Background: an optimization exercise with open tools, aiming at small area and few clock cycles per item. Do not read the settings as production practice.
The RTL was checked by simulation tests, not by an equivalence proof against the original design.
No activity file was given, so power comes from the tool's default toggle rates.

oak:
Design ex_stage, start of the top module:
module ex_stage (
    input  logic        iw_clk,
    input  logic        iw_rst,
    input  logic        in_req,
    output logic        in_ack,
    input  logic [5:0]  in_opc,
    input  logic [3:0]  in_cc,
    input  logic [31:0] in_pc,
    input  logic [31:0] in_src,
    input  logic [31:0] in_tgt,
    input  logic [11:0] in_imm,
    output logic        out_req,
    input  logic        out_ack,
    output logic [31:0] out_result,
    output logic [3:0]  out_flags,
    output logic        out_branch_taken,
    output logic [31:0] out_branch_pc
);
    logic [RES_W-1:0] wr_data;
    logic [RES_W-1:0] rd_data;
    logic             wr_en;
    logic             rd_en;
    logic             q_empty;
    logic             q_ok;
    ex_issue u_issue (
        .iw_clk  (iw_clk),
        .iw_rst  (iw_rst),
        .in_req  (in_req),
        .in_ack  (in_ack),
        .in_opc  (in_opc),
        .in_cc   (in_cc),
        .in_pc   (in_pc),
        .in_src  (in_src),
        .in_tgt  (in_tgt),
        .in_imm  (in_imm),
        .q_ok    (q_ok),
        .q_wr    (wr_en),
        .q_data  (wr_data)
    );
    ex_op_queue u_queue (
        .iw_clk  (iw_clk),
        .iw_rst  (iw_rst),
        .wr_data (wr_data),
        .wr_en   (wr_en),
        .wr_ok   (q_ok),
        .rd_en   (rd_en),
        .rd_data (rd_data),
        .empty   (q_empty)
    );
    assign rd_en = out_req && out_ack;
    always_ff @(posedge iw_clk or posedge iw_rst) begin
        if (iw_rst) begin
            out_req <= 1'b0;
  ...
For scale: roughly 1800 cells after synthesis, about 200 flip-flops, about 190 I/O pins, ~0.013 mm2 of cells after synthesis.
Settings: LEC_CHECK=0, ABC_AREA=1, CAP_MARGIN=20, CORE_MARGIN=2, CORE_UTILIZATION=40, SLEW_MARGIN=20; clock period 7.5 ns.
standard.sh (not shown) runs the stock make flow with config.mk's settings and CLKGATE_MAP_FILE= SYNTH_SCRIPT=/design/flow/synth_recipe.tcl, a recipe that flattens the netlist after the stock synthesis.
==> flow/flow/run.sh <==
#!/bin/bash
# The standard layout (standard.sh), with two changes:
#  - port buffers use the smallest buffer cell, sky130_fd_sc_hd__buf_1;
#  - clock tree: clkbuf_8 buffers, sink clusters of up to 20 within 60 um, no dummy loads.
# The tools' output goes to standard.log in this folder.
export BUFFER_PORTS_ARGS="-buffer_cell sky130_fd_sc_hd__buf_1"
export CTS_ARGS="-sink_clustering_enable -repair_clock_nets -dont_use_dummy_load -buf_list {sky130_fd_sc_hd__clkbuf_8} -sink_clustering_size 20 -sink_clustering_max_diameter 60"
bash standard.sh > standard.log 2>&1
Testbench counts of oak, summed over its fixed seeds: cycles 5,568, items 2,400.
Relative to oak, the following input files were edited for pine:
- ABC_AREA removed (was 1)
==> flow/flow/run.sh <==
#!/bin/bash
# The standard layout (standard.sh), with three changes:
#  - synthesis maps the logic with an area-oriented ABC script (flow/abc_area.script,
#    through flow/synth_abc.tcl); the rest of synthesis is the standard flow's own;
#  - port buffers use the smallest buffer cell, sky130_fd_sc_hd__buf_1;
#  - clock tree: clkbuf_8 buffers, sink clusters of up to 16 within 50 um, no dummy loads.
# The tools' output goes to standard.log in this folder.
export FLOW_ABC_SCRIPT="$PWD/flow/abc_area.script"
export FLOW_STD_SYNTH="$PWD/synth_recipe.tcl"
export BUFFER_PORTS_ARGS="-buffer_cell sky130_fd_sc_hd__buf_1"
export CTS_ARGS="-sink_clustering_enable -repair_clock_nets -dont_use_dummy_load -buf_list {sky130_fd_sc_hd__clkbuf_8} -sink_clustering_size 16 -sink_clustering_max_diameter 50"
bash standard.sh SYNTH_SCRIPT="$PWD/flow/synth_abc.tcl" finish > standard.log 2>&1
==> flow/flow/abc_area.script (new file) <==
strash
&get -n
&st
&synch2
&dch -f
&nf -R 1000
&put
topo
stime -c
buffer -c
upsize -c
dnsize -c
==> flow/flow/synth_abc.tcl (new file) <==
# The standard synthesis (synth_recipe.tcl in the work folder), with one change:
# Yosys's abc call maps the logic with the script in $FLOW_ABC_SCRIPT instead of
# ORFS's abc_speed/abc_area scripts. Registers are untouched (abc runs without -dff).
proc abc {args} {
  set i [lsearch -exact $args -script]
  lset args [expr {$i + 1}] $::env(FLOW_ABC_SCRIPT)
  yosys abc {*}$args
}
source $::env(FLOW_STD_SYNTH)
[summary]
- In the flow results for oak and pine, the proportion of synthesized area in mux cells is smaller on oak.
- Compared to oak, the routing of pine uses less wire.
- Relative to oak, the non-clock buffer count measured on pine has increased by a few percent.
- On pine: peak supply drop is about 2.7% higher than what oak gave.
- Higher switching part of the total power among oak and pine: pine
Input-level comparison between birch and pine:
==> flow/flow/run.sh <==
#!/bin/bash
# The standard layout (standard.sh), with three changes:
#  - synthesis maps the logic with an area-oriented ABC script (flow/abc_area.script,
#    through flow/synth_abc.tcl); the rest of synthesis is the standard flow's own;
#  - port buffers use the smallest buffer cell, sky130_fd_sc_hd__buf_1;
#  - clock tree: clkbuf_4 and clkbuf_8 buffers, sink clusters of up to 12 within 40 um, no dummy loads.
# The tools' output goes to standard.log in this folder.
export FLOW_ABC_SCRIPT="$PWD/flow/abc_area.script"
export FLOW_STD_SYNTH="$PWD/synth_recipe.tcl"
export BUFFER_PORTS_ARGS="-buffer_cell sky130_fd_sc_hd__buf_1"
export CTS_ARGS="-sink_clustering_enable -repair_clock_nets -dont_use_dummy_load -buf_list {sky130_fd_sc_hd__clkbuf_4 sky130_fd_sc_hd__clkbuf_8} -sink_clustering_size 12 -sink_clustering_max_diameter 40"
bash standard.sh SYNTH_SCRIPT="$PWD/flow/synth_abc.tcl" finish > standard.log 2>&1
==> flow/flow/abc_area.script <==
strash
&get -n
&st
&synch2
&dch -f
&nf -R 1000
&put
==> comparison <==
In the metrics for pine and birch, the one carrying the lower net count after synthesis is birch.
Of pine and birch, the lower total die area belongs to birch.
birch reached the final stage; the timing, design-rule and antenna checks on its layout passed.
birch against pine: final non-filler cell total now smaller; quantity of hold-fixing buffers added after cts comparable; non-clock buffer count now smaller; mean instance size in the synthesized netlist now larger.
NOTE: fraction of area in registers in birch exceeds that of pine
Setup changes, birch to maple
- GPL_TIMING_DRIVEN now 0, previously not set
- CORE_UTILIZATION now 55, was 40
==> flow/flow/run.sh <==
#!/bin/bash
# The standard layout (standard.sh), with three changes:
#  - synthesis maps the logic with an area-oriented ABC script (flow/abc_area.script,
#    through flow/synth_abc.tcl); the rest of synthesis is the standard flow's own;
#  - port buffers use the smallest buffer cell, sky130_fd_sc_hd__buf_1;
#  - clock tree: clkbuf_8 buffers, sink clusters of up to 16 within 50 um, no dummy loads.
# The tools' output goes to standard.log in this folder.
export FLOW_ABC_SCRIPT="$PWD/flow/abc_area.script"
export FLOW_STD_SYNTH="$PWD/synth_recipe.tcl"
export BUFFER_PORTS_ARGS="-buffer_cell sky130_fd_sc_hd__buf_1"
export CTS_ARGS="-sink_clustering_enable -repair_clock_nets -dont_use_dummy_load -buf_list {sky130_fd_sc_hd__clkbuf_8} -sink_clustering_size 16 -sink_clustering_max_diameter 50"
bash standard.sh SYNTH_SCRIPT="$PWD/flow/synth_abc.tcl" finish > standard.log 2>&1
==> run summary <==
- Max non-clock buffer count across birch and maple: birch
- Taking birch as 1.0, maple lands at 0.928 on post-detailed-placement half-perimeter wirelength.
- Of the two values seen for critical path capture point, u_issue.flags[0] was produced by birch and u_queue.ring[0][35] by maple.
- Die: maple smaller than birch
- maple against birch; total power is up slightly.
- combinational logic as the group drawing the most power was reported by birch, and sequential cells by maple.
- Comparing birch and maple, the lower worst-case setup slack after placement was measured on maple.
- [compare] base=birch new=maple: slack of the worst reg-to-reg path now sits lower; number of gates on the worst path with buffers counted grew by 3.

---

Setup of v33:
Another version of the RTL of ex_stage (not shown whole).
For scale: about 190 I/O pins, about 11,000 um2 of cells after synthesis.
## ex_stage
module ex_stage (
    input  logic        iw_clk,
    input  logic        iw_rst,
    input  logic        in_req,
    output logic        in_ack,
    input  logic [5:0]  in_opc,
    input  logic [3:0]  in_cc,
    input  logic [31:0] in_pc,
    input  logic [31:0] in_src,
    input  logic [31:0] in_tgt,
    input  logic [11:0] in_imm,
    output logic        out_req,
    input  logic        out_ack,
    output logic [31:0] out_result,
    output logic [3:0]  out_flags,
    output logic        out_branch_taken,
    output logic [31:0] out_branch_pc
);
==> flow/config.mk <==
export PLATFORM = sky130hd
export DESIGN_NAME = ex_stage
export DESIGN_NICKNAME = ex_stage
export VERILOG_FILES = /design/flow/design.v
export SDC_FILE = /design/flow/constraint.sdc
export NUM_CORES = 4
export LEC_CHECK = 0
export CAP_MARGIN = 20
export CORE_MARGIN = 2
export CORE_UTILIZATION = 60
export PLACE_DENSITY = 0.75
export SLEW_MARGIN = 20
==> flow/constraint.sdc <==
create_clock -name core_clock -period 7.5 [get_ports {iw_clk}]
set_input_delay 1.5000 -clock core_clock [delete_from_list [all_inputs] [get_ports {iw_clk}]]
set_output_delay 1.5000 -clock core_clock [all_outputs]
set_load 0.01 [all_outputs]
==> flow/flow/run.sh <==
#!/bin/bash
# The standard layout (standard.sh), with three changes:
#  - synthesis maps the logic with an area-oriented ABC script (flow/abc_area.script,
#    through flow/synth_abc.tcl); the rest of synthesis is the standard flow's own;
#  - port buffers use the smallest buffer cell, sky130_fd_sc_hd__buf_1;
#  - clock tree: clkbuf_8 buffers, sink clusters of up to 16 within 50 um, no dummy loads.
# The tools' output goes to standard.log in this folder.
export FLOW_ABC_SCRIPT="$PWD/flow/abc_area.script"
export FLOW_STD_SYNTH="$PWD/synth_recipe.tcl"
export BUFFER_PORTS_ARGS="-buffer_cell sky130_fd_sc_hd__buf_1"
export CTS_ARGS="-sink_clustering_enable -repair_clock_nets -dont_use_dummy_load -buf_list {sky130_fd_sc_hd__clkbuf_8} -sink_clustering_size 16 -sink_clustering_max_diameter 50"
bash standard.sh SYNTH_SCRIPT="$PWD/flow/synth_abc.tcl" finish > standard.log 2>&1
==> flow/flow/abc_area.script <==
strash
&get -n
&st
&synch2
&dch -f
&nf -R 1000
&put
==> flow/flow/synth_abc.tcl <==
# The standard synthesis (synth_recipe.tcl in the work folder), with one change:
# Yosys's abc call maps the logic with the script in $FLOW_ABC_SCRIPT instead of
# ORFS's abc_speed/abc_area scripts. Registers are untouched (abc runs without -dff).
proc abc {args} {
  set i [lsearch -exact $args -script]
  lset args [expr {$i + 1}] $::env(FLOW_ABC_SCRIPT)
  yosys abc {*}$args
}
source $::env(FLOW_STD_SYNTH)
Testbench counts of v33, summed over its fixed seeds: cycles 5,568, items 2,400.
[inputs] v35 vs v33
==> flow/config.mk <==
export PLATFORM = sky130hd
export DESIGN_NAME = ex_stage
export DESIGN_NICKNAME = ex_stage
export VERILOG_FILES = /design/flow/design.v
export SDC_FILE = /design/flow/constraint.sdc
export NUM_CORES = 4
export LEC_CHECK = 0
export CAP_MARGIN = 10
export CORE_MARGIN = 2
export CORE_UTILIZATION = 40
export SLEW_MARGIN = 10
Notes after the runs:
v35 closes out successfully: all stages finished, all timing, DRC and antenna checks passed.
The maximum fanout encountered on the critical timing path of v35 is lower than that of v33.
Of v35 and v33, the lower critical path depth belongs to v33.
Comparing v33 against v35, there is no change at all in synthesized cell count.
[v35] headroom to the max-slew limit rose 6.4 points relative to v33
The inputs of v17 differ from those of v35 as listed below.
-- flow/config.mk --
<<< v35, line 6
export NUM_CORES = 4
export LEC_CHECK = 0
export CAP_MARGIN = 10
export CORE_MARGIN = 2
export CORE_UTILIZATION = 40
export SLEW_MARGIN = 10
>>> v17, line 6
export NUM_CORES = 4
export LEC_CHECK = 0
export CAP_MARGIN = 20
export CORE_MARGIN = 2
export CORE_UTILIZATION = 40
export SLEW_MARGIN = 20
==> run summary <==
Each of the runs, namely v17 and v35, reached the end of the flow and came out clean. Post-cts gate resize count across v17 and v35: no real change. Height of the die: v17 vs v35, no meaningful difference. Looking at v17 and v35, the worst-skew pair later-pin latency is a wash. v35 -> v17: share of the synthesized netlist area taken by xor and xnor gates flat. As far as share of cell area taken by flip-flops and latches is concerned, v35 and v17 perform about the same. Changes observed in v17 relative to v35: number of instances in the synthesized netlist flat, post-route fraction of the period consumed by the critical path flat.
--- input diff v17..v23 ---
-- flow/config.mk --
<<< v17, line 8
export CAP_MARGIN = 20
export CORE_MARGIN = 2
export CORE_UTILIZATION = 40
export SLEW_MARGIN = 20
>>> v23, line 8
export CAP_MARGIN = 20
export CORE_MARGIN = 2
export CORE_UTILIZATION = 60
export SLEW_MARGIN = 20
Results
- Diff v17 and v23: sequential share of layout area higher in v23
- Fill cell instance count of the final layout (v17 / v23): 1.8
- | global routing usage on met1 | lower: v17 |
- Design area (v23 vs. v17) decreases slightly
- v23 vs v17: actual transition at the worst max-transition pin up in v23
- v17 vs v23, beginning of the critical path: in_opc[2] vs in_opc[0]

## static timing again, ports no longer ideal
How much do the figures lean on ideal ports? The routed layouts below were timed once more, with nothing changed but the port constraints. Step 1: set_driving_cell puts a clkbuf_16 on iw_clk and a buf_2 on each other input, an assumption about the parent block. Step 2 adds t to the input delays and takes it off the output delays; t is the mean of the earliest and latest rising clock arrival at the registers after step 1. Input paths then give back, and output paths get back, about the clock's delay inside the block. a / b / c = no drivers / after step 1 / after step 2; a / b = the first two.
run | t (ns) | setup WS [ns] | pins driven straight from the clock port
oak | 0.478 | 1.250 / 1.255 / 0.777 | 1
pine | 0.476 | 0.623 / 0.641 / 0.165 | 1
birch | 0.465 | 0.695 / 0.708 / 0.243 | 1
maple | 0.474 | 0.345 / 0.362 / -0.112 | 1
v33 | 0.479 | 0.312 / 0.326 / -0.152 | 1
v35 | 0.480 | 0.554 / 0.570 / 0.091 | 1
v17 | 0.480 | 0.554 / 0.570 / 0.091 | 1
v23 | 0.496 | 0.512 / 0.525 / 0.029 | 1
Met with ideal ports but missed after step 2: setup timing in maple and v33. The setup slack of v23, which loses most, moves by +0.013 ns with the drivers and by -0.483 ns with both steps.
